Source: an optimization exercise on an open RTL-to-GDS flow (aim: small area and a short achievable clock period). Production flows keep margins and buffers that such runs may drop.
RTL that was checked went through simulation tests only; none was proved equivalent to the original.
Function not checked in runs 1 and 3: the RTL went through the layout flow alone.
Power is estimated from default activity; no workload was simulated.

==> flow/design.v <==
package swm_pkg;
    localparam int WINDOW_MAX_DEF   = 64;
    localparam int SAMPLE_WIDTH_DEF = 16;
    localparam int CFG_W            = 7;
    localparam logic [CFG_W-1:0] WINDOW_RESET = CFG_W'(1);
endpackage
module swm_cell #(
    parameter int SAMPLE_WIDTH = swm_pkg::SAMPLE_WIDTH_DEF
) (
    input  logic                    i_clk,
    input  logic                    i_shift,       
    input  logic [SAMPLE_WIDTH-1:0] i_prev_value,  
    input  logic                    i_prev_cand,   
    input  logic                    i_in_window,   
    input  logic [SAMPLE_WIDTH-1:0] i_newest_n,    
    output logic [SAMPLE_WIDTH-1:0] o_value,
    output logic                    o_cand,        
    output logic                    o_next_cand    
);
    logic [SAMPLE_WIDTH-1:0] r_value;
    logic                    r_cand;
    logic                    not_above;
    swm_gt u_gt (.i_a(r_value), .i_b_n(i_newest_n), .o_ngt(not_above));
    assign o_next_cand = r_cand && !not_above;
    always_ff @(posedge i_clk) begin
        if (i_shift) begin
            r_value <= i_prev_value;
            r_cand  <= i_prev_cand && i_in_window;
        end
    end
    assign o_value = r_value;
    assign o_cand  = r_cand;
endmodule
module swm_group #(
    parameter int N            = 15,
    parameter int SAMPLE_WIDTH = swm_pkg::SAMPLE_WIDTH_DEF
) (
    input  logic                           i_clk,
    input  logic                           i_shift,
    input  logic [SAMPLE_WIDTH-1:0]        i_newest,      
    input  logic [SAMPLE_WIDTH-1:0]        i_prev_value,  
    input  logic                           i_prev_cand,   
    input  logic [N-1:0]                   i_in_window,
    output logic [N-1:0][SAMPLE_WIDTH-1:0] o_value,
    output logic [N-1:0]                   o_cand,
    output logic                           o_next_cand    
);
    logic [SAMPLE_WIDTH-1:0] r_newest_n;
    logic [SAMPLE_WIDTH-1:0] newest_n_next;
    logic [N-1:0]            next_cand;
    swm_hold #(.W(SAMPLE_WIDTH)) u_hold (
        .i_en (i_shift),
        .i_d  (~i_newest),
        .i_q  (r_newest_n),
        .o_y  (newest_n_next)
    );
    always_ff @(posedge i_clk) begin
        r_newest_n <= newest_n_next;
    end
    logic [N-1:0][SAMPLE_WIDTH-1:0] prev_value;
    logic [N-1:0]                   prev_cand;
    assign prev_value = {o_value[N-2:0], i_prev_value};
    assign prev_cand  = {next_cand[N-2:0], i_prev_cand};
    genvar gi;
    generate
        for (gi = 0; gi < N; gi++) begin : g_cell
            swm_cell #(
                .SAMPLE_WIDTH (SAMPLE_WIDTH)
            ) u_cell (
                .i_clk        (i_clk),
                .i_shift      (i_shift),
                .i_prev_value (prev_value[gi]),
                .i_prev_cand  (prev_cand[gi]),
                .i_in_window  (i_in_window[gi]),
                .i_newest_n   (r_newest_n),
                .o_value      (o_value[gi]),
                .o_cand       (o_cand[gi]),
                .o_next_cand  (next_cand[gi])
            );
        end
    endgenerate
    assign o_next_cand = next_cand[N-1];
endmodule
module swm_hold #(
    parameter int W = 16
) (
    input  logic         i_en,
    input  logic [W-1:0] i_d,
    input  logic [W-1:0] i_q,
    output logic [W-1:0] o_y
);
    genvar i;
    generate
        for (i = 0; i < W; i++) begin : g_bit
            swm_mux2 u (.s(i_en), .a1(i_d[i]), .a0(i_q[i]), .y(o_y[i]));
        end
    endgenerate
endmodule
module swm_mux2 (input logic s, input logic a1, input logic a0, output logic y);
    assign y = s ? a1 : a0;
endmodule
module swm_nand2 (input logic a, input logic b, output logic y);
    assign y = !(a & b);
endmodule
module swm_nor2 (input logic a, input logic b, output logic y);
    assign y = !(a | b);
endmodule
module swm_nand3 (input logic a, input logic b, input logic c, output logic y);
    assign y = !(a & b & c);
endmodule
module swm_nand4 (input logic a, input logic b, input logic c, input logic d,
                  output logic y);
    assign y = !(a & b & c & d);
endmodule
module swm_nor3 (input logic a, input logic b, input logic c, output logic y);
    assign y = !(a | b | c);
endmodule
module swm_inv (input logic a, output logic y);
    assign y = !a;
endmodule
module swm_or2 (input logic a, input logic b, output logic y);
    assign y = a | b;
endmodule
module swm_o21ai (input logic a1, input logic a2, input logic b1, output logic y);
    assign y = !((a1 | a2) & b1);
endmodule
module swm_a21oi (input logic a1, input logic a2, input logic b1, output logic y);
    assign y = !((a1 & a2) | b1);
endmodule
module swm_gt #(
    parameter bit CIN = 1'b0
) (
    input  logic [15:0] i_a,
    input  logic [15:0] i_b_n,
    output logic        o_ngt
);
    logic [15:0] ng0, np0;    
    logic [7:0]  g1, p1;      
    logic [3:0]  ng2, np2;    
    logic [1:0]  g3;          
    logic        p3;          
    genvar i;
    generate
        for (i = 0; i < 16; i++) begin : g_b
            if (i == 0 && CIN) begin : g_c
                swm_nor2 u_g (.a(i_a[i]), .b(i_b_n[i]), .y(ng0[i]));
            end else begin : g_g
                swm_nand2 u_g (.a(i_a[i]), .b(i_b_n[i]), .y(ng0[i]));
            end
            if (i > 0) begin : g_p
                swm_nor2 u_p (.a(i_a[i]), .b(i_b_n[i]), .y(np0[i]));
            end else begin : g_nop
                assign np0[i] = 1'b0;
            end
        end
        for (i = 0; i < 8; i++) begin : g_l1
            swm_o21ai u_g (.a1(np0[2*i+1]), .a2(ng0[2*i]), .b1(ng0[2*i+1]), .y(g1[i]));
            if (i > 0) begin : g_p
                swm_nor2 u_p (.a(np0[2*i+1]), .b(np0[2*i]), .y(p1[i]));
            end else begin : g_nop
                assign p1[i] = 1'b0;
            end
        end
        for (i = 0; i < 4; i++) begin : g_l2
            swm_a21oi u_g (.a1(p1[2*i+1]), .a2(g1[2*i]), .b1(g1[2*i+1]), .y(ng2[i]));
            if (i > 0) begin : g_p
                swm_nand2 u_p (.a(p1[2*i+1]), .b(p1[2*i]), .y(np2[i]));
            end else begin : g_nop
                assign np2[i] = 1'b1;
            end
        end
        for (i = 0; i < 2; i++) begin : g_l3
            swm_o21ai u_g (.a1(np2[2*i+1]), .a2(ng2[2*i]), .b1(ng2[2*i+1]), .y(g3[i]));
        end
    endgenerate
    swm_nor2  u_p3  (.a(np2[3]), .b(np2[2]), .y(p3));
    swm_a21oi u_top (.a1(p3), .a2(g3[0]), .b1(g3[1]), .y(o_ngt));
endmodule
module swm_oldest4 (
    input  logic [3:0] i_flag,
    input  logic       i_older,
    output logic [3:0] o_oldest
);
    assign o_oldest[3] = i_flag[3] && !i_older;
    assign o_oldest[2] = i_flag[2] && !i_flag[3] && !i_older;
    assign o_oldest[1] = i_flag[1] && !(i_flag[2] || i_flag[3]) && !i_older;
    assign o_oldest[0] = i_flag[0] && !(i_flag[1] || i_flag[2] || i_flag[3]) && !i_older;
endmodule
module swm_oldest #(
    parameter int N = 60
) (
    input  logic [N-1:0] i_flag,
    output logic [N-1:0] o_oldest
);
    localparam int NG = N / 4;
    logic [NG-1:0] n01, n23, s0, ns1, s2, ns3, s4, older;
    genvar g;
    generate
        for (g = 0; g < NG; g++) begin : g_grp
            swm_nor2  u_n01 (.a(i_flag[4*g]),   .b(i_flag[4*g+1]), .y(n01[g]));
            swm_nor2  u_n23 (.a(i_flag[4*g+2]), .b(i_flag[4*g+3]), .y(n23[g]));
            swm_nand2 u_any (.a(n01[g]), .b(n23[g]), .y(s0[g]));
            if (g + 1 < NG) begin : g_l1
                swm_nor2 u (.a(s0[g]), .b(s0[g+1]), .y(ns1[g]));
            end else begin : g_l1i
                swm_inv u (.a(s0[g]), .y(ns1[g]));
            end
            if (g + 2 < NG) begin : g_l2
                swm_nand2 u (.a(ns1[g]), .b(ns1[g+2]), .y(s2[g]));
            end else begin : g_l2i
                swm_inv u (.a(ns1[g]), .y(s2[g]));
            end
            if (g + 4 < NG) begin : g_l3
                swm_nor2 u (.a(s2[g]), .b(s2[g+4]), .y(ns3[g]));
            end else begin : g_l3i
                swm_inv u (.a(s2[g]), .y(ns3[g]));
            end
            if (g + 8 < NG) begin : g_l4
                swm_nand2 u (.a(ns3[g]), .b(ns3[g+8]), .y(s4[g]));
            end else begin : g_l4i
                swm_inv u (.a(ns3[g]), .y(s4[g]));
            end
            if (g + 1 < NG) begin : g_older
                assign older[g] = s4[g+1];
            end else begin : g_oldest
                assign older[g] = 1'b0;
            end
            swm_oldest4 u_sel (
                .i_flag   (i_flag[4*g +: 4]),
                .i_older  (older[g]),
                .o_oldest (o_oldest[4*g +: 4])
            );
        end
    endgenerate
endmodule
module swm_pick #(
    parameter int W = 16
) (
    input  logic [59:0]        i_sel,
    input  logic [59:0][W-1:0] i_value,
    output logic [W-1:0]       o_value_n
);
    genvar b, i;
    generate
        for (b = 0; b < W; b++) begin : g_bit
            logic [59:0] t1;
            logic [14:0] t2;
            logic [4:0]  t3;
            logic [1:0]  t4;
            for (i = 0; i < 60; i++) begin : g_l1
                swm_nand2 u (.a(i_sel[i]), .b(i_value[i][b]), .y(t1[i]));
            end
            for (i = 0; i < 15; i++) begin : g_l2
                swm_nand4 u (.a(t1[4*i]), .b(t1[4*i+1]), .c(t1[4*i+2]), .d(t1[4*i+3]), .y(t2[i]));
            end
            for (i = 0; i < 5; i++) begin : g_l3
                swm_nor3 u (.a(t2[3*i]), .b(t2[3*i+1]), .c(t2[3*i+2]), .y(t3[i]));
            end
            swm_nand3 u_l4a (.a(t3[0]), .b(t3[1]), .c(t3[2]), .y(t4[0]));
            swm_nand2 u_l4b (.a(t3[3]), .b(t3[4]), .y(t4[1]));
            swm_nor2  u_l5  (.a(t4[0]), .b(t4[1]), .y(o_value_n[b]));
        end
    endgenerate
endmodule
module sliding_window_maximum_core #(
    parameter int WINDOW_MAX   = swm_pkg::WINDOW_MAX_DEF,
    parameter int SAMPLE_WIDTH = swm_pkg::SAMPLE_WIDTH_DEF,
    parameter int TDATA_W      = ((SAMPLE_WIDTH + 7) / 8) * 8
) (
    input  logic                      i_clk,
    input  logic                      i_rst_n,
    input  logic                      i_s_tvalid,
    output logic                      o_s_tready,
    input  logic [TDATA_W-1:0]        i_s_tdata,    
    input  logic                      i_s_tuser,    
    output logic                      o_m_tvalid,
    input  logic                      i_m_tready,
    output logic [TDATA_W-1:0]        o_m_tdata,    
    input  logic                      i_cfg_we,
    input  logic [swm_pkg::CFG_W-1:0] i_cfg_wdata
);
    localparam int NFLAG  = WINDOW_MAX - 4;
    localparam int NSLOT  = NFLAG + 1;
    localparam int FILL_W = $clog2(WINDOW_MAX);    
    localparam logic [SAMPLE_WIDTH-1:0] SIGN = {1'b1, {(SAMPLE_WIDTH-1){1'b0}}};
    logic [6:0]                r_k;         
    logic                      r_ready;     
    logic [FILL_W-1:0]         r_fill;
    logic                      r_out_valid;
    logic [SAMPLE_WIDTH-1:0]   r_out;       
    logic [SAMPLE_WIDTH-1:0]   r_new;       
    logic [SAMPLE_WIDTH-1:0]   r_pair;
    logic [SAMPLE_WIDTH-1:0]   r_recent;
    logic [SAMPLE_WIDTH-1:0]   r_part_n;    
    logic [NFLAG-1:0]          r_oldest;
    logic                      accept;
    logic                      advance;
    logic                      emit;
    logic [SAMPLE_WIDTH-1:0]   sample;
    logic [6:0]                win_k;
    logic                      k_is1;
    logic                      k_is2;
    logic                      k_is3;
    logic                      k_ge5;
    logic [NFLAG-1:0]                   in_window;
    logic [NSLOT-1:0][SAMPLE_WIDTH-1:0] value;
    logic [NFLAG-1:0]                   cand;
    logic [NFLAG-1:0]                   oldest;
    logic [SAMPLE_WIDTH-1:0]            picked_n;
    assign o_s_tready = !r_out_valid || i_m_tready;
    assign accept     = i_s_tvalid && o_s_tready;
    assign advance    = accept && !i_cfg_we;
    assign sample     = i_s_tdata[SAMPLE_WIDTH-1:0] ^ SIGN;
    logic [6:0] cfg_k;
    always_comb begin
        if (i_cfg_wdata == '0) begin
            cfg_k = 7'd1;
        end else if (32'(i_cfg_wdata) > 32'(WINDOW_MAX)) begin
            cfg_k = 7'(WINDOW_MAX);
        end else begin
            cfg_k = 7'(i_cfg_wdata);
        end
    end
    assign win_k = r_k;
    assign k_is1 = (win_k == 7'd1);
    assign k_is2 = (win_k == 7'd2);
    assign k_is3 = (win_k == 7'd3);
    assign k_ge5 = (win_k >= 7'd5);
    genvar gi;
    generate
        for (gi = 0; gi < NFLAG; gi++) begin : g_win
            assign in_window[gi] = (32'(win_k) >= gi + 5);
        end
    endgenerate
    assign emit = i_s_tuser ? k_is1 : r_ready;
    logic ready_next;
    logic fill_reaches;
    assign fill_reaches = (32'(r_fill) + 2 >= 32'(r_k));
    assign ready_next   = i_s_tuser ? (r_k <= 7'd2) : fill_reaches;
    logic [FILL_W-1:0] fill_next;
    always_comb begin
        if (i_s_tuser) begin
            fill_next = FILL_W'(1);
        end else if (r_fill != '1) begin
            fill_next = r_fill + 1'b1;
        end else begin
            fill_next = r_fill;
        end
    end
    localparam int NGRP = 4;
    localparam int GSZ  = NFLAG / NGRP;
    logic [NGRP-1:0]                   grp_next_cand;
    logic [NGRP-1:0][SAMPLE_WIDTH-1:0] grp_prev_value;
    logic [NGRP-1:0]                   grp_prev_cand;
    generate
        for (gi = 0; gi < NGRP; gi++) begin : g_grp
            if (gi == 0) begin : g_first
                assign grp_prev_value[gi] = r_new;
                assign grp_prev_cand[gi]  = 1'b1;
            end else begin : g_next
                assign grp_prev_value[gi] = value[gi*GSZ-1];
                assign grp_prev_cand[gi]  = grp_next_cand[gi-1];
            end
            swm_group #(
                .N            (GSZ),
                .SAMPLE_WIDTH (SAMPLE_WIDTH)
            ) u_grp (
                .i_clk        (i_clk),
                .i_shift      (advance),
                .i_newest     (sample),
                .i_prev_value (grp_prev_value[gi]),
                .i_prev_cand  (grp_prev_cand[gi]),
                .i_in_window  (in_window[gi*GSZ +: GSZ]),
                .o_value      (value[gi*GSZ +: GSZ]),
                .o_cand       (cand[gi*GSZ +: GSZ]),
                .o_next_cand  (grp_next_cand[gi])
            );
        end
    endgenerate
    logic [SAMPLE_WIDTH-1:0] r_last;
    always_ff @(posedge i_clk) begin
        if (advance) begin
            r_last <= value[NFLAG-1];
        end
    end
    assign value[NSLOT-1] = r_last;
    swm_oldest #(
        .N (NFLAG)
    ) u_oldest (
        .i_flag   (cand),
        .o_oldest (oldest)
    );
    swm_pick #(
        .W (SAMPLE_WIDTH)
    ) u_pick (
        .i_sel   (r_oldest),
        .i_value (value[NSLOT-1:1]),
        .o_value_n (picked_n)
    );
    logic                    new_gt_sample;
    logic                    pair_gt_sample;
    logic                    recent_gt_sample;
    logic                    part_gt_sample;
    logic                    part_gt_recent;
    logic                    take_sample;
    logic                    take_part;
    logic [SAMPLE_WIDTH-1:0] result;
    logic [SAMPLE_WIDTH-1:0] pair_next;
    logic [SAMPLE_WIDTH-1:0] recent_next;
    swm_gt #(.CIN(1'b1)) u_new_s    (.i_a(sample),   .i_b_n(~r_new),    .o_ngt(new_gt_sample));
    swm_gt #(.CIN(1'b1)) u_pair_s   (.i_a(sample),   .i_b_n(~r_pair),   .o_ngt(pair_gt_sample));
    swm_gt #(.CIN(1'b1)) u_recent_s (.i_a(sample),   .i_b_n(~r_recent), .o_ngt(recent_gt_sample));
    swm_gt #(.CIN(1'b1)) u_part_s   (.i_a(sample),   .i_b_n(r_part_n),  .o_ngt(part_gt_sample));
    swm_gt #(.CIN(1'b1)) u_part_r   (.i_a(r_recent), .i_b_n(r_part_n),  .o_ngt(part_gt_recent));
    logic                    load_out;
    logic                    load_sample;
    logic [SAMPLE_WIDTH-1:0] older_max;
    logic [SAMPLE_WIDTH-1:0] older_tc;    
    logic [SAMPLE_WIDTH-1:0] out_keep;
    logic [SAMPLE_WIDTH-1:0] out_next;
    always_comb begin
        take_sample = k_is1 || (!recent_gt_sample && (!k_ge5 || !part_gt_sample));
        take_part   = k_ge5 && part_gt_recent;
        load_out    = advance && emit;
        load_sample = load_out && take_sample;
        pair_next   = new_gt_sample ? r_new : sample;
        recent_next = (k_is2 || !(k_is3 ? new_gt_sample : pair_gt_sample)) ? sample
                    : k_is3 ? r_new : r_pair;
    end
    assign older_tc = older_max ^ SIGN;
    genvar bi;
    generate
        for (bi = 0; bi < SAMPLE_WIDTH; bi++) begin : g_out
            swm_mux2 u_older (.s(take_part),   .a1(!r_part_n[bi]), .a0(r_recent[bi]),  .y(older_max[bi]));
            swm_mux2 u_keep  (.s(load_out),    .a1(older_tc[bi]),  .a0(r_out[bi]),     .y(out_keep[bi]));
            swm_mux2 u_next  (.s(load_sample), .a1(i_s_tdata[bi]), .a0(out_keep[bi]),  .y(out_next[bi]));
        end
    endgenerate
    always_ff @(posedge i_clk) begin
        if (!i_rst_n) begin
            r_k         <= 7'(swm_pkg::WINDOW_RESET);
            r_fill      <= '0;
            r_ready     <= 1'b1;
            r_out_valid <= 1'b0;
        end else begin
            if (i_cfg_we) begin
                r_k     <= cfg_k;
                r_fill  <= '0;
                r_ready <= (cfg_k == 7'd1);
            end else if (accept) begin
                r_fill  <= fill_next;
                r_ready <= ready_next;
            end
            if (advance && emit) begin
                r_out_valid <= 1'b1;
            end else if (i_m_tready) begin
                r_out_valid <= 1'b0;
            end
        end
    end
    logic [NFLAG-1:0] oldest_next;
    swm_hold #(.W(NFLAG)) u_oldest_hold (
        .i_en (advance),
        .i_d  (oldest),
        .i_q  (r_oldest),
        .o_y  (oldest_next)
    );
    always_ff @(posedge i_clk) begin
        if (advance) begin
            r_new    <= sample;
            r_pair   <= pair_next;
            r_recent <= recent_next;
            r_part_n <= picked_n;
        end
        r_out    <= out_next;
        r_oldest <= oldest_next;
    end
    assign o_m_tvalid = r_out_valid;
    assign o_m_tdata  = TDATA_W'(r_out);
endmodule
==> flow/flow/run.sh <==
#!/bin/bash
# Layout: the standard flow, with buf_4 as the port buffer cell instead of the
# cell buffer_ports picks by itself. ORFS's own logs stay under orfs/logs.
set -euo pipefail
export BUFFER_PORTS_ARGS="-buffer_cell sky130_fd_sc_hd__buf_4"
bash standard.sh > standard.log 2>&1
==> flow/standard.sh <==
#!/bin/bash
# synth_recipe.tcl (not shown) runs the flow's synth.tcl, then flattens the netlist and writes it again
# the make line also repeats each setting of config.mk as NAME=value (left out here)
make -C /OpenROAD-flow-scripts/flow DESIGN_CONFIG=/design/flow/config.mk WORK_HOME=/design/flow/orfs CLKGATE_MAP_FILE= SYNTH_SCRIPT=/design/flow/synth_recipe.tcl "${@:-finish}"
==> flow/config.mk <==
export PLATFORM = sky130hd
export DESIGN_NAME = sliding_window_maximum_core
export DESIGN_NICKNAME = sliding_window_maximum_core
export VERILOG_FILES = /design/flow/design.v
export SDC_FILE = /design/flow/constraint.sdc
export NUM_CORES = 4
export LEC_CHECK = 0
export CAP_MARGIN = 20
export CORE_MARGIN = 2
export CORE_UTILIZATION = 45
export SETUP_SLACK_MARGIN = 2.65
export SLEW_MARGIN = 20
export SYNTH_HIERARCHICAL = 1
==> flow/constraint.sdc <==
create_clock -name core_clock -period 5.0 [get_ports {i_clk}]
set_input_delay 1.0000 -clock core_clock [delete_from_list [all_inputs] [get_ports {i_clk}]]
set_output_delay 1.0000 -clock core_clock [all_outputs]
set_load 0.01 [all_outputs]
==> report_table.html, run 1 <==
<table>
<tr><th>Metric</th><th>Value</th></tr>
<tr><th colspan="2">Worst setup path</th></tr>
<tr><td>Critical path endpoint category</td><td>output port</td></tr>
<tr><td>FF-to-FF Start</td><td>r_part_n[15]</td></tr>
<tr><td>Total buffers and inverters traversed by the critical path</td><td>2</td></tr>
<tr><td>Arr. time, crit path</td><td>1550 ps</td></tr>
<tr><td>Cell with the largest stage delay on the worst path</td><td>dfxtp_2</td></tr>
<tr><td>Stage delay of the slowest cell on the critical path</td><td>320 ps</td></tr>
<tr><td>Worst Setup Path Type</td><td>reg -&gt; out</td></tr>
<tr><td>Critical Path End</td><td>o_s_tready</td></tr>
<tr><td>CP Depth</td><td>3</td></tr>
<tr><td>WP data required</td><td>4000 ps</td></tr>
<tr><td>Startpoint of the most critical setup path</td><td>r_out_valid</td></tr>
<tr><td>Cell family contributing the most delay on the critical path</td><td>flip-flops</td></tr>
<tr><td>Crit path max fanout</td><td>2</td></tr>
<tr><td>Sort of element at the start of the critical path</td><td>register</td></tr>
<tr><td>Worst-path cell chain</td><td>nor2b_4, inv_4, buf_6</td></tr>
<tr><td>Reg2reg end</td><td>r_out[5]</td></tr>
<tr><td>Flop-to-flop setup slack</td><td>2640 ps</td></tr>
<tr><td>Worst reg-to-reg path cell count</td><td>10</td></tr>
<tr><th colspan="2">Timing</th></tr>
<tr><td>Final-report max-slew violation count</td><td>0</td></tr>
<tr><td>F_max</td><td>0.393 GHz</td></tr>
<tr><td>Setup violations, final</td><td>0</td></tr>
<tr><td>Layout Skew</td><td>33.8 ps</td></tr>
<tr><td>Sum Neg Setup Slack</td><td>0 ps</td></tr>
<tr><td>Worst-Margin Slew</td><td>1020 ps</td></tr>
<tr><td>Final worst-path cycle share</td><td>50.9%</td></tr>
<tr><td>Worst slew slack as a fraction of its limit</td><td>32.0%</td></tr>
<tr><td>RSZ-0062 raised after global routing</td><td>true</td></tr>
<tr><td>Number of hold violations in the final report</td><td>0</td></tr>
<tr><td>Final critical delay including setup and external delays</td><td>2550 ps</td></tr>
<tr><th colspan="2">Clock tree</th></tr>
<tr><td>Number of clock sinks</td><td>1255</td></tr>
<tr><td>CTS buffer count</td><td>144</td></tr>
<tr><td>Hold Buf Count CTS</td><td>0</td></tr>
<tr><td>Maximum root-to-sink buffer count</td><td>3</td></tr>
<tr><td>Clock tree from TritonCTS</td><td>done</td></tr>
<tr><td>Clock root buffer master</td><td>clkbuf_16</td></tr>
<tr><td>Clock H-tree levels</td><td>4</td></tr>
<tr><td>Worst-Skew Late Latency</td><td>770 ps</td></tr>
<tr><td>Reg clk slew, reported paths</td><td>60 ps</td></tr>
<tr><th colspan="2">Floorplanning</th></tr>
<tr><td>Die X</td><td>386 µm</td></tr>
<tr><td>Count of pins on the block boundary</td><td>47</td></tr>
<tr><td>Core Footprint</td><td>0.145 mm²</td></tr>
<tr><td>Floorplan die area</td><td>0.149 mm²</td></tr>
<tr><td>Placement row count</td><td>140</td></tr>
<tr><td>Starting utilization of the core area</td><td>45.2%</td></tr>
<tr><td>Die extent in y</td><td>386 µm</td></tr>
<tr><th colspan="2">Run</th></tr>
<tr><td>Number of maximum-capacitance violations</td><td>0</td></tr>
<tr><th colspan="2">Synth</th></tr>
<tr><td>Post-Syn Area per Cell</td><td>9.22 µm²</td></tr>
<tr><td>Cells after Synth</td><td>7104</td></tr>
<tr><td>Post-Syn Area</td><td>0.0655 mm²</td></tr>
<tr><td>Warning count from the yosys run</td><td>9</td></tr>
<tr><th colspan="2">Detailed routing</th></tr>
<tr><td>Via-to-Cell Ratio</td><td>5.51</td></tr>
<tr><td>Starting DRC count in detailed routing</td><td>4817</td></tr>
<tr><td>Antenna-violating nets left</td><td>0</td></tr>
<tr><td>Average wire per standard cell</td><td>20.4 µm</td></tr>
<tr><td>Total DRC errors in the routed layout</td><td>0</td></tr>
<tr><td>First-pass iteration count of the detailed router</td><td>5</td></tr>
<tr><td>Overall via count from detail_route</td><td>51932</td></tr>
<tr><td>Routed wire length</td><td>193000 µm</td></tr>
<tr><th colspan="2">Global routing</th></tr>
<tr><td>Met1 routing resource usage after global routing</td><td>36.0%</td></tr>
<tr><td>Routing usage on met2</td><td>40.3%</td></tr>
<tr><td>Layer with the highest usage</td><td>met2</td></tr>
<tr><td>GRT Total Usage</td><td>25.6%</td></tr>
<tr><td>Vias in the first global route</td><td>47772</td></tr>
<tr><td>Maximum number of pins on one net before global-route repair</td><td>164</td></tr>
<tr><td>GR met3 Demand/Resource</td><td>3.75%</td></tr>
<tr><td>Global route overflow</td><td>0</td></tr>
<tr><td>Initial antenna violation count</td><td>3</td></tr>
<tr><td>Global-route wire length before repair</td><td>293000 µm</td></tr>
<tr><th colspan="2">Power and ir drop</th></tr>
<tr><td>Peak ir drop on the vdd network</td><td>322 µV</td></tr>
<tr><td>Power density of the placed cells</td><td>375 mW/mm²</td></tr>
<tr><td>Static Leakage</td><td>0.0275 µW</td></tr>
<tr><th colspan="2">Cells and area</th></tr>
<tr><td>Total Nets Final</td><td>7430</td></tr>
<tr><td>Layout cell share with drive strength beyond 1</td><td>15.4%</td></tr>
<tr><td>Share of the core filled with cells in the final layout</td><td>51.1%</td></tr>
<tr><td>Count of filler cells inserted in the layout</td><td>13143</td></tr>
<tr><td>Area of the multi-input gates</td><td>0.0289 mm²</td></tr>
<tr><td>Area Overhead vs Synth</td><td>13.2%</td></tr>
<tr><td>Antenna diode count</td><td>0</td></tr>
<tr><td>FF/Latch Area</td><td>0.0362 mm²</td></tr>
<tr><th colspan="2">Place</th></tr>
<tr><td>IO Port Bufs</td><td>46</td></tr>
<tr><td>Post-detail-place hpwl</td><td>140000 µm</td></tr>
<tr><td>Weighted congestion at the end of routability-driven global placement</td><td>0.913</td></tr>
<tr><th colspan="2">Hold path</th></tr>
<tr><td>Type of the tightest min-delay check</td><td>reg -&gt; reg</td></tr>
<tr><td>Hold-critical path depth</td><td>0</td></tr>
<tr><th colspan="2">Outcome</th></tr>
<tr><td>Outcome</td><td>no timing/DRC/antenna violations</td></tr>
</table>
per-stage QoR:
| stage | hold slack [ps] | cell area (µm²) | power, µW | cells | worst slack, ps |
|---|---|---|---|---|---|
| 6_report | 452 | 74100 | 27800 | 9423 | 2450 |
| 4_1_cts | 452 | 73900 | 27900 | 9401 | 2420 |
| 3_3_place_gp | 431 | 68900 | 17400 | 9114 | 1170 |
| 3_5_place_dp | 438 | 68900 | 17500 | 9114 | 1120 |
| 5_1_grt | 464 | 74100 | 29000 | 9423 | 2400 |
| 2_1_floorplan | 426 | 65600 | 16300 | 7107 | -16570 |
worst min path at each step:
stage / from / slack (ps) / endpoint
CTS: g_grp[3].u_grp.g_cell[14].u_cell.r_value[5] / 450 / r_last[5]
global placement: g_grp[3].u_grp.g_cell[14].u_cell.r_value[8] / 430 / r_last[8]
global route: g_grp[3].u_grp.g_cell[14].u_cell.r_value[1] / 460 / r_last[1]
detailed placement: g_grp[3].u_grp.g_cell[14].u_cell.r_value[5] / 440 / r_last[5]
floorplan: g_grp[3].u_grp.g_cell[14].u_cell.r_value[0] / 430 / r_last[0]
finish: g_grp[3].u_grp.g_cell[14].u_cell.r_value[5] / 450 / r_last[5]
metal layers:
layer	up-vias	share of wire, %
li1	25094	-
met1	25066	45
met2	1493	45
met3	273	5.9
met4	6	3.6
met5	-	0.018
where the power goes:
| part | total [µW] | switching [µW] | leakage [µW] | internal (µW) |
|---|---|---|---|---|
| sequential | 12900 | 913 | 0.0116 | 12000 |
| combinational | 4530 | 2820 | 0.0136 | 1720 |
| clock | 10300 | 4350 | 0.00222 | 5990 |
| total | 27800 | 8080 | 0.0275 | 19700 |
state kept, by name, indices dropped and copies added (netlist names):
register / count
r_out: 16
r_out_valid: 1
g_grp.u_grp.r_newest_n: 64
g_grp.u_grp.g_cell.u_cell.r_value: 960
r_part_n: 16
r_last: 16
r_ready: 1
r_fill: 6
g_grp.u_grp.g_cell.u_cell.r_cand: 60
r_new: 16
r_pair: 16
r_oldest: 60
r_k: 7
r_recent: 16
timing repair:
item,4_1_cts,5_1_grt
resized for setup,62,42
pin swaps,14,13
hold endpoints to repair,0,0
setup buffers,27,21
gates cloned,0,1
endpoints found under the setup margin,902,67
cell usage in the layout (no fill, tap or decap), drive strengths merged, types with 9 or more instances in the layout:
| cell type | count |
|---|---|
| nor4b | 16 |
| mux2i | 19 |
| nor2 | 1562 |
| buf | 162 |
| nor2b | 79 |
| clkbuf | 203 |
| nand4 | 243 |
| edfxtp | 1100 |
| nor3 | 87 |
| clkinv | 43 |
| ha | 9 |
| nor3b | 15 |
| inv | 160 |
| a21oi | 333 |
| nand2b | 17 |
| nor4 | 17 |
| nand3 | 25 |
| and2 | 66 |
| mux2 | 202 |
| dfxtp | 155 |
| o21ai | 685 |
| nand2 | 2258 |
layout make-up:
cell class | instances | area share, %
Sequential cell | 1255 | 48.8
Multi-Input combinational cell | 5669 | 39.0
Clock buffer | 203 | 5.45
Tap cell | 1917 | 3.23
Timing Repair Buffer | 162 | 2.00
Inverter | 159 | 0.818
Clock inverter | 57 | 0.668
Timing Repair inverter | 1 | 0.00675
==> inputs of run 2 (changes only) <==
--- a/flow/design.v
+++ b/flow/design.v
@@ -307,8 +307,9 @@
     logic [NFLAG-1:0]                   cand;
     logic [NFLAG-1:0]                   oldest;
     logic [SAMPLE_WIDTH-1:0]            picked_n;
-    assign o_s_tready = !r_out_valid || i_m_tready;
-    assign accept     = i_s_tvalid && o_s_tready;
+    logic r_out_empty;
+    swm_or2 u_s_tready (.a(r_out_empty), .b(i_m_tready), .y(o_s_tready));
+    assign accept     = i_s_tvalid && (r_out_empty || i_m_tready);
     assign advance    = accept && !i_cfg_we;
     assign sample     = i_s_tdata[SAMPLE_WIDTH-1:0] ^ SIGN;
     logic [6:0] cfg_k;
@@ -442,6 +443,7 @@
             r_fill      <= '0;
             r_ready     <= 1'b1;
             r_out_valid <= 1'b0;
+            r_out_empty <= 1'b1;
         end else begin
             if (i_cfg_we) begin
                 r_k     <= cfg_k;
@@ -453,8 +455,10 @@
             end
             if (advance && emit) begin
                 r_out_valid <= 1'b1;
+                r_out_empty <= 1'b0;
             end else if (i_m_tready) begin
                 r_out_valid <= 1'b0;
+                r_out_empty <= 1'b1;
             end
         end
     end
--- a/flow/config.mk
+++ b/flow/config.mk
@@ -8,6 +8,8 @@
 export CAP_MARGIN = 20
 export CORE_MARGIN = 2
 export CORE_UTILIZATION = 45
-export SETUP_SLACK_MARGIN = 2.65
+export CTS_CLUSTER_DIAMETER = 110
+export CTS_CLUSTER_SIZE = 22
+export SETUP_SLACK_MARGIN = 2.7
 export SLEW_MARGIN = 20
 export SYNTH_HIERARCHICAL = 1
==> run 2 against run 1 <==
  * Sequential share of layout area is 1.7 points higher
  * Worst setup slack better by 70 ps
  * Count of clock-buffer cells in the layout is 96 lower
  * Register-to-register slack worse by 120 ps
  * Largest cell class unchanged
  * Sequential cell count is 1 higher
  * Design area is 3.4% lower
  * Utilization is 1.7 points lower
  * First-iteration DRC count is 1.4% higher
  * Highest routed layer unchanged
  * Wire length is 1.9% lower
  * Critical path depth is 8 higher
  * Critical path type is now reg -> reg
  * Synthesized cell count is 0.11% higher
  * Global-route usage is 0.82 points lower
==> report_table.html, run 2 <==
<table>
<tr><th>Metric</th><th>Value</th></tr>
<tr><th colspan="2">Cells and area</th></tr>
<tr><td>Most common library cell in the layout ignoring fill and taps</td><td>nand2_1</td></tr>
<tr><td>Count of filler cells inserted in the layout</td><td>13326</td></tr>
<tr><td>Registers with the most flip-flops</td><td>g_grp.u_grp.g_cell.u_cell.r_value: 960 flops, g_grp.u_grp.r_newest_n: 64 flops</td></tr>
<tr><td>Register ranked first by flip-flop count</td><td>g_grp.u_grp.g_cell.u_cell.r_value</td></tr>
<tr><td>Area Overhead vs Synth</td><td>9.33%</td></tr>
<tr><td>Layout cell share with drive strength beyond 1</td><td>13.8%</td></tr>
<tr><td>Most used cells in the layout excluding fill and tap cells</td><td>2259 x nand2_1, 1547 x nor2_1, 1100 x edfxtp_1</td></tr>
<tr><td>Total Nets Final</td><td>7360</td></tr>
<tr><td>Number of standard cells in the final layout excluding fillers</td><td>9283</td></tr>
<tr><td>Max reg flops</td><td>960</td></tr>
<tr><td>Share of the core filled with cells in the final layout</td><td>49.4%</td></tr>
<tr><th colspan="2">Run</th></tr>
<tr><td>Number of maximum-capacitance violations</td><td>0</td></tr>
<tr><th colspan="2">Worst setup path</th></tr>
<tr><td>Worst reg-to-reg path cell count</td><td>11</td></tr>
<tr><td>Critical path endpoint category</td><td>register</td></tr>
<tr><td>FF-to-FF Start</td><td>r_recent[1]</td></tr>
<tr><td>Worst-path cell chain</td><td>nor2_1, o21ai_1, a21oi_2, o21ai_2, a21oi_2, and2_4, buf_12, buf_12, mux2_4, mux2_4, mux2_4</td></tr>
<tr><td>Reg2reg end</td><td>r_out[1]</td></tr>
<tr><td>Crit path max fanout</td><td>5</td></tr>
<tr><td>Cell repeated most along the worst path</td><td>mux2_4</td></tr>
<tr><td>Sort of element at the start of the critical path</td><td>register</td></tr>
<tr><td>WP data required</td><td>5590 ps</td></tr>
<tr><td>Cell family contributing the most delay on the critical path</td><td>multiplexers</td></tr>
<tr><td>Stage delay of the slowest cell on the critical path</td><td>430 ps</td></tr>
<tr><td>Worst Setup Path Type</td><td>reg -&gt; reg</td></tr>
<tr><td>Cell with the largest stage delay on the worst path</td><td>edfxtp_1</td></tr>
<tr><td>Flop-to-flop setup slack</td><td>2520 ps</td></tr>
<tr><td>Total buffers and inverters traversed by the critical path</td><td>2</td></tr>
<tr><td>Arr. time, crit path</td><td>3060 ps</td></tr>
<tr><th colspan="2">Floorplanning</th></tr>
<tr><td>Die X</td><td>386 µm</td></tr>
<tr><td>Floorplan die area</td><td>0.149 mm²</td></tr>
<tr><td>Core Footprint</td><td>0.145 mm²</td></tr>
<tr><td>Count of pins on the block boundary</td><td>47</td></tr>
<tr><td>Placement row count</td><td>140</td></tr>
<tr><td>Die extent in y</td><td>386 µm</td></tr>
<tr><td>Starting utilization of the core area</td><td>45.2%</td></tr>
<tr><th colspan="2">Hold path</th></tr>
<tr><td>Hold-critical path depth</td><td>0</td></tr>
<tr><td>Capture endpoint of the worst hold path</td><td>r_last[11]</td></tr>
<tr><td>Type of the tightest min-delay check</td><td>reg -&gt; reg</td></tr>
<tr><td>Start point of the worst min-delay path</td><td>g_grp[3].u_grp.g_cell[14].u_cell.r_value[11]</td></tr>
<tr><th colspan="2">Timing</th></tr>
<tr><td>Final worst-path cycle share</td><td>49.5%</td></tr>
<tr><td>Sum Neg Setup Slack</td><td>0 ps</td></tr>
<tr><td>Worst-Margin Slew</td><td>1190 ps</td></tr>
<tr><td>Layout Skew</td><td>46.1 ps</td></tr>
<tr><td>F_max</td><td>0.404 GHz</td></tr>
<tr><td>Worst slew slack as a fraction of its limit</td><td>20.1%</td></tr>
<tr><td>Number of hold violations in the final report</td><td>0</td></tr>
<tr><td>Final critical delay including setup and external delays</td><td>2480 ps</td></tr>
<tr><td>RSZ-0062 raised after global routing</td><td>true</td></tr>
<tr><td>Final-report max-slew violation count</td><td>0</td></tr>
<tr><td>Setup violations, final</td><td>0</td></tr>
<tr><th colspan="2">Clock tree</th></tr>
<tr><td>Maximum root-to-sink buffer count</td><td>3</td></tr>
<tr><td>Clock tree from TritonCTS</td><td>done</td></tr>
<tr><td>Clock root buffer master</td><td>clkbuf_16</td></tr>
<tr><td>Worst-Skew Late Latency</td><td>700 ps</td></tr>
<tr><td>Reg clk slew, reported paths</td><td>90 ps</td></tr>
<tr><td>Clock H-tree levels</td><td>3</td></tr>
<tr><td>CTS buffer count</td><td>67</td></tr>
<tr><td>Number of clock sinks</td><td>1256</td></tr>
<tr><th colspan="2">Outcome</th></tr>
<tr><td>Outcome</td><td>no timing/DRC/antenna violations</td></tr>
<tr><th colspan="2">Power and ir drop</th></tr>
<tr><td>Peak ir drop on the vdd network</td><td>249 µV</td></tr>
<tr><td>Total Power</td><td>23600 µW</td></tr>
<tr><td>Static Leakage</td><td>0.0263 µW</td></tr>
<tr><td>Power density of the placed cells</td><td>329 mW/mm²</td></tr>
<tr><th colspan="2">Detailed routing</th></tr>
<tr><td>Routed wire length</td><td>189000 µm</td></tr>
<tr><td>Overall via count from detail_route</td><td>51161</td></tr>
<tr><td>Total DRC errors in the routed layout</td><td>0</td></tr>
<tr><td>Antenna-violating nets left</td><td>0</td></tr>
<tr><td>First-pass iteration count of the detailed router</td><td>6</td></tr>
<tr><td>Via-to-Cell Ratio</td><td>5.51</td></tr>
<tr><td>Average wire per standard cell</td><td>20.3 µm</td></tr>
<tr><td>Starting DRC count in detailed routing</td><td>4883</td></tr>
<tr><th colspan="2">Synth</th></tr>
<tr><td>Warning count from the yosys run</td><td>9</td></tr>
<tr><td>Post-Syn Area</td><td>0.0655 mm²</td></tr>
<tr><td>Cells after Synth</td><td>7112</td></tr>
<tr><td>Post-Syn Area per Cell</td><td>9.22 µm²</td></tr>
<tr><th colspan="2">Place</th></tr>
<tr><td>IO Port Bufs</td><td>46</td></tr>
<tr><td>Dpl cells</td><td>9109</td></tr>
<tr><td>Weighted congestion at the end of routability-driven global placement</td><td>0.910</td></tr>
<tr><td>Post-detail-place hpwl</td><td>137000 µm</td></tr>
<tr><th colspan="2">Global routing</th></tr>
<tr><td>Vias in the first global route</td><td>46565</td></tr>
<tr><td>Global-route wire length before repair</td><td>284000 µm</td></tr>
<tr><td>Global route overflow</td><td>0</td></tr>
<tr><td>Maximum number of pins on one net before global-route repair</td><td>166</td></tr>
<tr><td>GRT Total Usage</td><td>24.8%</td></tr>
<tr><td>Initial antenna violation count</td><td>5</td></tr>
</table>
==> run 2: timing repair <==
action | CTS | global route
gates cloned | 2 | 0
hold buffers | 0 | 0
buffers inserted | 43 | 16
gates resized for setup | 92 | 39
pin swaps | 18 | 15
endpoints found under the setup margin | 697 | 73
==> run 2: report_power, final <==
group          total (µW)  internal [µW]  switching [µW]
clock                6090           2580            3510
sequential          12900          12000             941
combinational        4520           1730            2800
==> run 2: layer usage <==
layer	global-route usage [%]	up-vias	share of wire [%]	wire, µm
met5	0	-	0.020	38
met4	7.49	6	3.2	6010
met3	2.69	229	5.2	9900
met2	41.1	1420	47	88900
met1	34.4	24653	44	84000
li1	-	24853	-	-
==> run 2: worst reg2reg max path: stages, from the launching register on <==
cell and delay [ps]:
edfxtp_1 430, nor2_1 160, o21ai_1 90, a21oi_2 220, o21ai_2 110, a21oi_2 120
and2_4 190, buf_12 110, buf_12 120, mux2_4 290, mux2_4 260, mux2_4 270
==> run 2: how the worst max path moves through the flow <==
stage                     slack, ps                      endpoint          start  cells past startpoint
after floorplan              -16710  g_grp[0].u_grp.r_newest_n[0]       i_cfg_we                      4
after global placement         1340                   r_recent[4]  i_s_tdata[15]                     11
after detailed placement       1260                   r_recent[4]  i_s_tdata[15]                     11
after CTS                      2540                    o_s_tready    r_out_empty                      2
after global routing           2450                      r_out[7]    r_part_n[3]                     11
final                          2520                      r_out[1]    r_recent[1]                     11
==> run 2: per-stage QoR <==
stage / hold WS (ps) / worst slack, ps / cell area, µm²
after global placement: 430 / 1340 / 68700
after detailed placement: 439 / 1260 / 68700
final: 453 / 2520 / 71700
after global routing: 471 / 2450 / 71700
after floorplan: 426 / -16710 / 65600
after CTS: 460 / 2540 / 71400
==> run 2: layout make-up <==
type / instances / area, µm² / share of cell area [%]
sequential: 1256 / 36200 / 50.6
antenna: 1 / 2.50 / 0.00349
inverter: 158 / 599 / 0.836
clock buffer: 107 / 1850 / 2.58
multi-input combinational: 5677 / 29000 / 40.5
timing repair buffer: 162 / 1540 / 2.15
clock inverter: 5 / 55.1 / 0.0768
tap: 1917 / 2400 / 3.35
==> inputs of run 3 (changes only) <==
--- a/flow/design.v
+++ b/flow/design.v
@@ -118,6 +118,19 @@
 module swm_inv (input logic a, output logic y);
     assign y = !a;
 endmodule
+module swm_a22oi (input logic a1, input logic a2, input logic b1, input logic b2,
+                  output logic y);
+    assign y = !((a1 & a2) | (b1 & b2));
+endmodule
+module swm_recent_sel (
+    input  logic k_is2,
+    input  logic k_is3,
+    input  logic new_gt,
+    input  logic pair_gt,
+    output logic y
+);
+    assign y = k_is2 || (k_is3 ? !new_gt : !pair_gt);
+endmodule
 module swm_or2 (input logic a, input logic b, output logic y);
     assign y = a | b;
 endmodule
@@ -414,27 +427,38 @@
     swm_gt #(.CIN(1'b1)) u_part_s   (.i_a(sample),   .i_b_n(r_part_n),  .o_ngt(part_gt_sample));
     swm_gt #(.CIN(1'b1)) u_part_r   (.i_a(r_recent), .i_b_n(r_part_n),  .o_ngt(part_gt_recent));
     logic                    load_out;
-    logic                    load_sample;
-    logic [SAMPLE_WIDTH-1:0] older_max;
-    logic [SAMPLE_WIDTH-1:0] older_tc;    
-    logic [SAMPLE_WIDTH-1:0] out_keep;
+    logic                    sel_x, sel_p, sel_r, sel_h;
+    logic                    recent_sel;
+    logic [SAMPLE_WIDTH-1:0] part_tc;
+    logic [SAMPLE_WIDTH-1:0] recent_tc;
     logic [SAMPLE_WIDTH-1:0] out_next;
     always_comb begin
         take_sample = k_is1 || (!recent_gt_sample && (!k_ge5 || !part_gt_sample));
         take_part   = k_ge5 && part_gt_recent;
         load_out    = advance && emit;
-        load_sample = load_out && take_sample;
+        sel_x       = load_out && take_sample;
+        sel_p       = load_out && !take_sample && take_part;
+        sel_r       = load_out && !take_sample && !take_part;
+        sel_h       = !load_out;
         pair_next   = new_gt_sample ? r_new : sample;
-        recent_next = (k_is2 || !(k_is3 ? new_gt_sample : pair_gt_sample)) ? sample
-                    : k_is3 ? r_new : r_pair;
+        recent_next = recent_sel ? sample : (k_is3 ? r_new : r_pair);
     end
-    assign older_tc = older_max ^ SIGN;
+    swm_recent_sel u_recent_sel (
+        .k_is2   (k_is2),
+        .k_is3   (k_is3),
+        .new_gt  (new_gt_sample),
+        .pair_gt (pair_gt_sample),
+        .y       (recent_sel)
+    );
+    assign part_tc   = ~r_part_n ^ SIGN;
+    assign recent_tc = r_recent ^ SIGN;
     genvar bi;
     generate
         for (bi = 0; bi < SAMPLE_WIDTH; bi++) begin : g_out
-            swm_mux2 u_older (.s(take_part),   .a1(!r_part_n[bi]), .a0(r_recent[bi]),  .y(older_max[bi]));
-            swm_mux2 u_keep  (.s(load_out),    .a1(older_tc[bi]),  .a0(r_out[bi]),     .y(out_keep[bi]));
-            swm_mux2 u_next  (.s(load_sample), .a1(i_s_tdata[bi]), .a0(out_keep[bi]),  .y(out_next[bi]));
+            logic t_xp, t_rh;
+            swm_a22oi u_xp (.a1(sel_x), .a2(i_s_tdata[bi]), .b1(sel_p), .b2(part_tc[bi]),   .y(t_xp));
+            swm_a22oi u_rh (.a1(sel_r), .a2(recent_tc[bi]), .b1(sel_h), .b2(r_out[bi]),     .y(t_rh));
+            swm_nand2 u_or (.a(t_xp), .b(t_rh), .y(out_next[bi]));
         end
     endgenerate
     always_ff @(posedge i_clk) begin
==> run 3 against run 2 <==
  * Largest power group unchanged
  * Worst setup slack better by 17 ps
  * Still clean
  * Area after synthesis fell by 0.39%
  * Critical path depth down 8
  * Largest cell class unchanged
  * Via count grew 0.18%
  * Design area shrank 0.59%
  * Total power is essentially flat
  * Synthesized cell count grew 0.30%
==> report_table.html, run 3 <==
<table>
<tr><th>Metric</th><th>Value</th></tr>
<tr><th colspan="2">Timing</th></tr>
<tr><td>Final critical delay including setup and external delays</td><td>2460 ps</td></tr>
<tr><td>Final-report max-slew violation count</td><td>0</td></tr>
<tr><td>Worst slack on hold paths</td><td>456 ps</td></tr>
<tr><td>Layout Skew</td><td>42.9 ps</td></tr>
<tr><td>Final worst-path cycle share</td><td>49.2%</td></tr>
<tr><td>RSZ-0062 raised after global routing</td><td>true</td></tr>
<tr><td>F_max</td><td>0.407 GHz</td></tr>
<tr><td>Setup violations, final</td><td>0</td></tr>
<tr><td>Worst slew slack as a fraction of its limit</td><td>30.0%</td></tr>
<tr><td>Number of hold violations in the final report</td><td>0</td></tr>
<tr><td>Sum Neg Setup Slack</td><td>0 ps</td></tr>
<tr><td>Worst-Margin Slew</td><td>1050 ps</td></tr>
<tr><th colspan="2">Power and ir drop</th></tr>
<tr><td>Static Leakage</td><td>0.0258 µW</td></tr>
<tr><td>Proportion of power drawn by combinational gates</td><td>18.9%</td></tr>
<tr><td>Sw power</td><td>7310 µW</td></tr>
<tr><td>Relative contribution of sequential cells to total power</td><td>54.8%</td></tr>
<tr><td>Peak ir drop on the vdd network</td><td>263 µV</td></tr>
<tr><td>Internal Dissipation</td><td>16200 µW</td></tr>
<tr><td>Sw Ratio</td><td>31.0%</td></tr>
<tr><td>Total Power</td><td>23600 µW</td></tr>
<tr><td>Power density of the placed cells</td><td>331 mW/mm²</td></tr>
<tr><td>Clock network fraction of design power</td><td>26.2%</td></tr>
<tr><th colspan="2">Detailed routing</th></tr>
<tr><td>First-pass iteration count of the detailed router</td><td>6</td></tr>
<tr><td>Antenna-violating nets left</td><td>0</td></tr>
<tr><td>Overall via count from detail_route</td><td>51251</td></tr>
<tr><td>Via-to-Cell Ratio</td><td>5.54</td></tr>
<tr><td>Starting DRC count in detailed routing</td><td>4828</td></tr>
<tr><td>Average wire per standard cell</td><td>20.7 µm</td></tr>
<tr><td>Total DRC errors in the routed layout</td><td>0</td></tr>
<tr><td>Routed wire length</td><td>192000 µm</td></tr>
<tr><th colspan="2">Floorplanning</th></tr>
<tr><td>Floorplan die area</td><td>0.148 mm²</td></tr>
<tr><td>Core Footprint</td><td>0.144 mm²</td></tr>
<tr><td>Starting utilization of the core area</td><td>45.4%</td></tr>
<tr><td>Die X</td><td>385 µm</td></tr>
<tr><td>Placement row count</td><td>139</td></tr>
<tr><td>Count of pins on the block boundary</td><td>47</td></tr>
<tr><td>Die extent in y</td><td>385 µm</td></tr>
<tr><th colspan="2">Global routing</th></tr>
<tr><td>Vias in the first global route</td><td>46838</td></tr>
<tr><td>Initial antenna violation count</td><td>3</td></tr>
<tr><td>Global route overflow</td><td>0</td></tr>
<tr><td>Maximum number of pins on one net before global-route repair</td><td>104</td></tr>
<tr><td>Global-route wire length before repair</td><td>290000 µm</td></tr>
<tr><td>GRT Total Usage</td><td>25.5%</td></tr>
<tr><th colspan="2">Worst setup path</th></tr>
<tr><td>Crit path max fanout</td><td>5</td></tr>
<tr><td>Reg2reg end</td><td>r_part_n[5]</td></tr>
<tr><td>Flop-to-flop setup slack</td><td>2660 ps</td></tr>
<tr><td>Worst reg-to-reg path cell count</td><td>5</td></tr>
<tr><td>Critical path endpoint category</td><td>output port</td></tr>
<tr><td>FF-to-FF Start</td><td>r_oldest[33]</td></tr>
<tr><td>Worst Setup Path Type</td><td>in -&gt; out</td></tr>
<tr><td>Critical Path End</td><td>o_s_tready</td></tr>
<tr><td>WP data required</td><td>4000 ps</td></tr>
<tr><td>Sort of element at the start of the critical path</td><td>input port</td></tr>
<tr><td>Arr. time, crit path</td><td>1460 ps</td></tr>
<tr><td>Startpoint of the most critical setup path</td><td>i_m_tready</td></tr>
<tr><th colspan="2">Cells and area</th></tr>
<tr><td>Registers with the most flip-flops</td><td>g_grp.u_grp.g_cell.u_cell.r_value: 960 flops, g_grp.u_grp.r_newest_n: 64 flops</td></tr>
<tr><td>Layout cell share with drive strength beyond 1</td><td>13.0%</td></tr>
<tr><td>Total Nets Final</td><td>7347</td></tr>
<tr><td>Most used cells in the layout excluding fill and tap cells</td><td>2288 x nand2_1, 1556 x nor2_1, 1100 x edfxtp_1</td></tr>
<tr><td>Max reg flops</td><td>960</td></tr>
<tr><td>Area Overhead vs Synth</td><td>9.11%</td></tr>
<tr><td>Most common library cell in the layout ignoring fill and taps</td><td>nand2_1</td></tr>
<tr><td>Register ranked first by flip-flop count</td><td>g_grp.u_grp.g_cell.u_cell.r_value</td></tr>
<tr><th colspan="2">Synth</th></tr>
<tr><td>Warning count from the yosys run</td><td>9</td></tr>
<tr><td>Post-Syn Area</td><td>0.0653 mm²</td></tr>
<tr><td>Post-Syn Area per Cell</td><td>9.15 µm²</td></tr>
<tr><td>Cells after Synth</td><td>7133</td></tr>
<tr><th colspan="2">Clock tree</th></tr>
<tr><td>Number of clock sinks</td><td>1256</td></tr>
<tr><td>Maximum root-to-sink buffer count</td><td>3</td></tr>
<tr><td>Clock H-tree levels</td><td>3</td></tr>
<tr><td>Hold Buf Count CTS</td><td>0</td></tr>
<tr><td>Clock tree from TritonCTS</td><td>done</td></tr>
<tr><td>CTS buffer count</td><td>67</td></tr>
<tr><td>Worst-Skew Late Latency</td><td>710 ps</td></tr>
<tr><td>Clock root buffer master</td><td>clkbuf_16</td></tr>
<tr><td>Reg clk slew, reported paths</td><td>80 ps</td></tr>
<tr><th colspan="2">Place</th></tr>
<tr><td>Weighted congestion at the end of routability-driven global placement</td><td>0.879</td></tr>
<tr><td>Post-detail-place hpwl</td><td>139000 µm</td></tr>
<tr><td>IO Port Bufs</td><td>46</td></tr>
<tr><th colspan="2">Run</th></tr>
<tr><td>Number of maximum-capacitance violations</td><td>0</td></tr>
<tr><th colspan="2">Outcome</th></tr>
<tr><td>Outcome</td><td>no timing/DRC/antenna violations</td></tr>
<tr><th colspan="2">Hold path</th></tr>
<tr><td>Type of the tightest min-delay check</td><td>reg -&gt; reg</td></tr>
</table>
## run 3: stage by stage
step	instance area, µm²	setup WS [ps]	cells	util [%]
global placement	68400	1340	9108	47.6
finish	71200	2540	9255	49.5
floorplan	65300	-23880	7136	-
global route	71200	2500	9254	49.5
CTS	71000	2510	9243	49.4
detailed placement	68400	1220	9108	47.6
## run 3: layer usage
| layer | vias up | part of all wire (%) | track usage (%) |
|---|---|---|---|
| met5 | - | 0.0062 | 0 |
| met4 | 2 | 2.3 | 6.13 |
| met3 | 171 | 5.8 | 2.56 |
| met2 | 1427 | 47 | 41.3 |
| met1 | 24751 | 45 | 36.7 |
| li1 | 24900 | - | - |
## run 3: power groups by stage
stage | registers [µW] | clock network, µW | logic, µW
after CTS | 12900 | 6350 | 4420
final | 12900 | 6170 | 4460
after detailed placement | 13100 | 0 | 4340
after global routing | 13000 | 6650 | 4920
after global placement | 13100 | 0 | 4240
after floorplan | 13300 | 0 | 2940
## run 3: critical path: stages
cell   delay (ps)
buf_6         110
or2_1         230
buf_6         120
## run 3: layout make-up
cell class                      instances  area (µm²)
Fill cell                           13152       72600
Sequential cell                      1256       36200
Multi-Input combinational cell       5702       28700
Tap cell                             1903        2380
Clock buffer                          104        1880
Timing Repair Buffer                  126        1390
Inverter                              155         589
Clock inverter                          7        77.6
Timing Repair inverter                  1        5.00
Antenna cell                            1        2.50
## run 3: what timing repair did
| action | 4_1_cts | 5_1_grt |
|---|---|---|
| gates resized for setup | 70 | 48 |
| cloned | 9 | 2 |
| setup buffers | 15 | 9 |
| pin swaps | 6 | 5 |
| setup endpoints to repair | 1041 | 67 |
## run 3: worst min-delay path by stage
stage / startpoint / slack (ps) / depth (start not counted) / end
global route: g_grp[3].u_grp.g_cell[14].u_cell.r_value[13] / 470 / 0 / r_last[13]
finish: g_grp[3].u_grp.g_cell[14].u_cell.r_value[13] / 460 / 0 / r_last[13]
floorplan: g_grp[3].u_grp.g_cell[14].u_cell.r_value[0] / 430 / 0 / r_last[0]
detailed placement: g_grp[3].u_grp.g_cell[14].u_cell.r_value[13] / 440 / 0 / r_last[13]
global placement: g_grp[3].u_grp.g_cell[14].u_cell.r_value[0] / 430 / 0 / r_last[0]
CTS: g_grp[3].u_grp.g_cell[14].u_cell.r_value[13] / 460 / 0 / r_last[13]
==> inputs of run 4 (changes only) <==
--- a/flow/design.v
+++ b/flow/design.v
@@ -321,7 +321,9 @@
     logic [NFLAG-1:0]                   oldest;
     logic [SAMPLE_WIDTH-1:0]            picked_n;
     logic r_out_empty;
-    swm_or2 u_s_tready (.a(r_out_empty), .b(i_m_tready), .y(o_s_tready));
+    logic s_tready_n;
+    swm_nor2 u_s_tready_n (.a(r_out_empty), .b(i_m_tready), .y(s_tready_n));
+    swm_inv  u_s_tready   (.a(s_tready_n), .y(o_s_tready));
     assign accept     = i_s_tvalid && (r_out_empty || i_m_tready);
     assign advance    = accept && !i_cfg_we;
     assign sample     = i_s_tdata[SAMPLE_WIDTH-1:0] ^ SIGN;
==> run 4 against run 3 <==
  * Still clean
  * Design area hardly changed
  * Wire length is 0.75% lower
  * Largest power group unchanged
  * Critical endpoint unchanged
  * Sequential cell count stayed put
  * Maximum frequency is 3.3% higher
  * Count of clock-buffer cells in the layout is 10 higher
==> report_table.html, run 4 <==
<table>
<tr><th>Metric</th><th>Value</th></tr>
<tr><th colspan="2">Cells and area</th></tr>
<tr><td>Fin area</td><td>0.0712 mm²</td></tr>
<tr><td>Layout cell share with drive strength beyond 1</td><td>12.8%</td></tr>
<tr><td>FF/Latch Area</td><td>0.0362 mm²</td></tr>
<tr><td>Register ranked first by flip-flop count</td><td>g_grp.u_grp.g_cell.u_cell.r_value</td></tr>
<tr><td>Registers with the most flip-flops</td><td>g_grp.u_grp.g_cell.u_cell.r_value: 960 flops, g_grp.u_grp.r_newest_n: 64 flops</td></tr>
<tr><td>Area of the multi-input gates</td><td>0.0286 mm²</td></tr>
<tr><td>Max reg flops</td><td>960</td></tr>
<tr><td>Count of filler cells inserted in the layout</td><td>13199</td></tr>
<tr><td>Area Overhead vs Synth</td><td>9.07%</td></tr>
<tr><td>Share of the core filled with cells in the final layout</td><td>49.5%</td></tr>
<tr><td>Total Nets Final</td><td>7345</td></tr>
<tr><td>Most used cells in the layout excluding fill and tap cells</td><td>2291 x nand2_1, 1561 x nor2_1, 1100 x edfxtp_1</td></tr>
<tr><td>Most common library cell in the layout ignoring fill and taps</td><td>nand2_1</td></tr>
<tr><th colspan="2">Global routing</th></tr>
<tr><td>Initial antenna violation count</td><td>5</td></tr>
<tr><td>Global route overflow</td><td>0</td></tr>
<tr><td>Maximum number of pins on one net before global-route repair</td><td>121</td></tr>
<tr><td>GRT Total Usage</td><td>25.1%</td></tr>
<tr><td>Global-route wire length before repair</td><td>286000 µm</td></tr>
<tr><td>Vias in the first global route</td><td>47281</td></tr>
<tr><th colspan="2">Clock tree</th></tr>
<tr><td>Hold Buf Count CTS</td><td>0</td></tr>
<tr><td>Maximum root-to-sink buffer count</td><td>3</td></tr>
<tr><td>Clock root buffer master</td><td>clkbuf_16</td></tr>
<tr><td>CTS buffer count</td><td>67</td></tr>
<tr><td>Clock H-tree levels</td><td>3</td></tr>
<tr><td>Reg clk slew, reported paths</td><td>90 ps</td></tr>
<tr><td>Number of clock sinks</td><td>1256</td></tr>
<tr><td>Clock tree from TritonCTS</td><td>done</td></tr>
<tr><td>Worst-Skew Late Latency</td><td>720 ps</td></tr>
<tr><th colspan="2">Floorplanning</th></tr>
<tr><td>Die extent in y</td><td>385 µm</td></tr>
<tr><td>Die X</td><td>385 µm</td></tr>
<tr><td>Floorplan die area</td><td>0.148 mm²</td></tr>
<tr><td>Placement row count</td><td>139</td></tr>
<tr><td>Core Footprint</td><td>0.144 mm²</td></tr>
<tr><td>Count of pins on the block boundary</td><td>47</td></tr>
<tr><td>Starting utilization of the core area</td><td>45.4%</td></tr>
<tr><th colspan="2">Worst setup path</th></tr>
<tr><td>Critical path endpoint category</td><td>output port</td></tr>
<tr><td>Cell with the largest stage delay on the worst path</td><td>buf_4</td></tr>
<tr><td>Stage delay of the slowest cell on the critical path</td><td>130 ps</td></tr>
<tr><td>Sort of element at the start of the critical path</td><td>input port</td></tr>
<tr><td>Crit path max fanout</td><td>5</td></tr>
<tr><td>Reg2reg end</td><td>r_part_n[8]</td></tr>
<tr><td>FF-to-FF Start</td><td>r_oldest[24]</td></tr>
<tr><td>Arr. time, crit path</td><td>1380 ps</td></tr>
<tr><td>Worst reg-to-reg path cell count</td><td>5</td></tr>
<tr><td>Flop-to-flop setup slack</td><td>2680 ps</td></tr>
<tr><td>Worst Setup Path Type</td><td>in -&gt; out</td></tr>
<tr><td>WP data required</td><td>4000 ps</td></tr>
<tr><td>Worst-path cell chain</td><td>buf_4, nor2_1, inv_1, buf_6</td></tr>
<tr><th colspan="2">Timing</th></tr>
<tr><td>F_max</td><td>0.420 GHz</td></tr>
<tr><td>Sum Neg Setup Slack</td><td>0 ps</td></tr>
<tr><td>Layout Skew</td><td>48.1 ps</td></tr>
<tr><td>Setup violations, final</td><td>0</td></tr>
<tr><td>Worst-Margin Slew</td><td>1180 ps</td></tr>
<tr><td>Final-report max-slew violation count</td><td>0</td></tr>
<tr><td>Final worst-path cycle share</td><td>47.6%</td></tr>
<tr><td>Number of hold violations in the final report</td><td>0</td></tr>
<tr><td>RSZ-0062 raised after global routing</td><td>true</td></tr>
<tr><td>Worst slew slack as a fraction of its limit</td><td>20.8%</td></tr>
<tr><td>Final critical delay including setup and external delays</td><td>2380 ps</td></tr>
<tr><th colspan="2">Power and ir drop</th></tr>
<tr><td>Peak ir drop on the vdd network</td><td>230 µV</td></tr>
<tr><td>Static Leakage</td><td>0.0258 µW</td></tr>
<tr><td>Power density of the placed cells</td><td>333 mW/mm²</td></tr>
<tr><td>Total Power</td><td>23700 µW</td></tr>
<tr><th colspan="2">Detailed routing</th></tr>
<tr><td>Antenna-violating nets left</td><td>0</td></tr>
<tr><td>Average wire per standard cell</td><td>20.6 µm</td></tr>
<tr><td>Via-to-Cell Ratio</td><td>5.53</td></tr>
<tr><td>Total DRC errors in the routed layout</td><td>0</td></tr>
<tr><td>Starting DRC count in detailed routing</td><td>4505</td></tr>
<tr><td>Overall via count from detail_route</td><td>51290</td></tr>
<tr><td>Routed wire length</td><td>191000 µm</td></tr>
<tr><td>First-pass iteration count of the detailed router</td><td>7</td></tr>
<tr><th colspan="2">Synth</th></tr>
<tr><td>Cells after Synth</td><td>7134</td></tr>
<tr><td>Warning count from the yosys run</td><td>9</td></tr>
<tr><td>Post-Syn Area per Cell</td><td>9.15 µm²</td></tr>
<tr><td>Post-Syn Area</td><td>0.0653 mm²</td></tr>
<tr><th colspan="2">Place</th></tr>
<tr><td>IO Port Bufs</td><td>46</td></tr>
<tr><td>Post-detail-place hpwl</td><td>139000 µm</td></tr>
<tr><td>Area post-placement</td><td>0.0684 mm²</td></tr>
<tr><td>Weighted congestion at the end of routability-driven global placement</td><td>0.901</td></tr>
<tr><th colspan="2">Outcome</th></tr>
<tr><td>Outcome</td><td>no timing/DRC/antenna violations</td></tr>
<tr><th colspan="2">Hold path</th></tr>
<tr><td>Type of the tightest min-delay check</td><td>reg -&gt; reg</td></tr>
<tr><td>Hold-critical path depth</td><td>0</td></tr>
<tr><td>Capture endpoint of the worst hold path</td><td>r_last[0]</td></tr>
<tr><td>Start point of the worst min-delay path</td><td>g_grp[3].u_grp.g_cell[14].u_cell.r_value[0]</td></tr>
<tr><th colspan="2">Run</th></tr>
<tr><td>Number of maximum-capacitance violations</td><td>0</td></tr>
</table>
==> run 4: cell count changes in the layout (fill, tap and decap cells not counted), moves of 4 or more <==
cell / before / now
buf_4: 95 / 91
bufbuf_16: 7 / 2
clkbuf_1: 34 / 43
dfxtp_1: 96 / 100
dfxtp_2: 54 / 46
dfxtp_4: 6 / 10
diode_2: 1 / 7
nor2_1: 1556 / 1561
==> run 4: layout make-up <==
cell class              instances  area share (%)
multi-input cells            5702            40.2
repair buffers                123            1.80
flip-flops and latches       1256            50.9
repair inverters                1         0.00703
diodes                          7          0.0246
clock inverters                 6           0.148
well taps                    1903            3.34
clock buffers                 114            2.72
inverters                     156           0.833
==> run 4: where the power goes <==
group	internal, µW	switching [µW]
registers	12000	914
logic	1580	2860
clock network	2760	3560
total	16300	7340
==> run 4: timing repair <==
action	in CTS	in global routing
buffers inserted	6	12
cloned	5	4
pin swaps	5	8
endpoints found under the setup margin	883	373
resized for setup	82	36
==> run 4: critical path: cells and delay by family <==
family        cells  cell delay [ps]
buf+inv           3              290
simple gates      1               80
==> run 4: per-layer routing <==
layer	share of wire (%)	wire length (µm)	track usage, %	up-vias
li1	-	-	-	24885
met1	45	85600	35.3	24836
met2	46	88400	41.0	1351
met3	6.1	11500	2.95	216
met4	2.7	5050	7.00	2
met5	0.0068	13	0	-
==> run 4: worst max path at each step <==
stage                  to          start  slack, ps
2_1_floorplan    r_out[0]     i_s_tvalid     -23880
3_3_place_gp     r_out[4]  i_s_tdata[15]       1290
3_5_place_dp    r_out[11]  i_s_tdata[15]       1250
4_1_cts        o_s_tready    r_out_empty       2590
5_1_grt        o_s_tready     i_m_tready       2590
6_report       o_s_tready     i_m_tready       2620
==> run 4: stage by stage <==
| step | cells | hold WS [ps] | setup slack [ps] |
|---|---|---|---|
| floorplan | 7137 | 426 | -23880 |
| CTS | 9245 | 455 | 2590 |
| global placement | 9114 | 429 | 1290 |
| global route | 9261 | 466 | 2590 |
| detailed placement | 9114 | 434 | 1250 |
| finish | 9268 | 458 | 2620 |

re-timing with driven ports:
The flow's constraints put no driver on any port. The routed layouts listed below were extracted and timed again, unchanged, in two steps.
Step 1 (the two cells are an assumption about what drives the block):
set clk [get_ports {i_clk}]
set_driving_cell -lib_cell sky130_fd_sc_hd__clkbuf_16 $clk
set_driving_cell -lib_cell sky130_fd_sc_hd__buf_2 [delete_from_list [all_inputs] $clk]
Step 2 moves the port delays by t, midway between the first and last clock arrival at a register: inputs arrive t later, outputs are due t later. That takes back most of the time a late clock gives input paths.
a / b / c = ideal / step 1 / step 2; a / b = the first two.
run | t, ns | slack for setup (ns) | clock arrival spread, ns | worst data-port slew with drivers (ns) | pins driven straight from the clock port
run 1 | 0.837 | 2.454 / 2.371 / 1.864 | 0.038 / 0.038 | 0.16 | 1
run 2 | 0.766 | 2.524 / 2.510 / 1.862 | 0.052 / 0.051 | 0.16 | 1
run 3 | 0.774 | 2.541 / 2.486 / 2.030 | 0.048 / 0.049 | 0.18 | 1
run 4 | 0.786 | 2.620 / 2.567 / 1.975 | 0.051 / 0.051 | 0.20 | 1
After both steps every run listed still meets setup and hold. For run 2, which loses most, drivers alone change the setup slack by -0.014 ns; drivers and shift together by -0.662 ns.
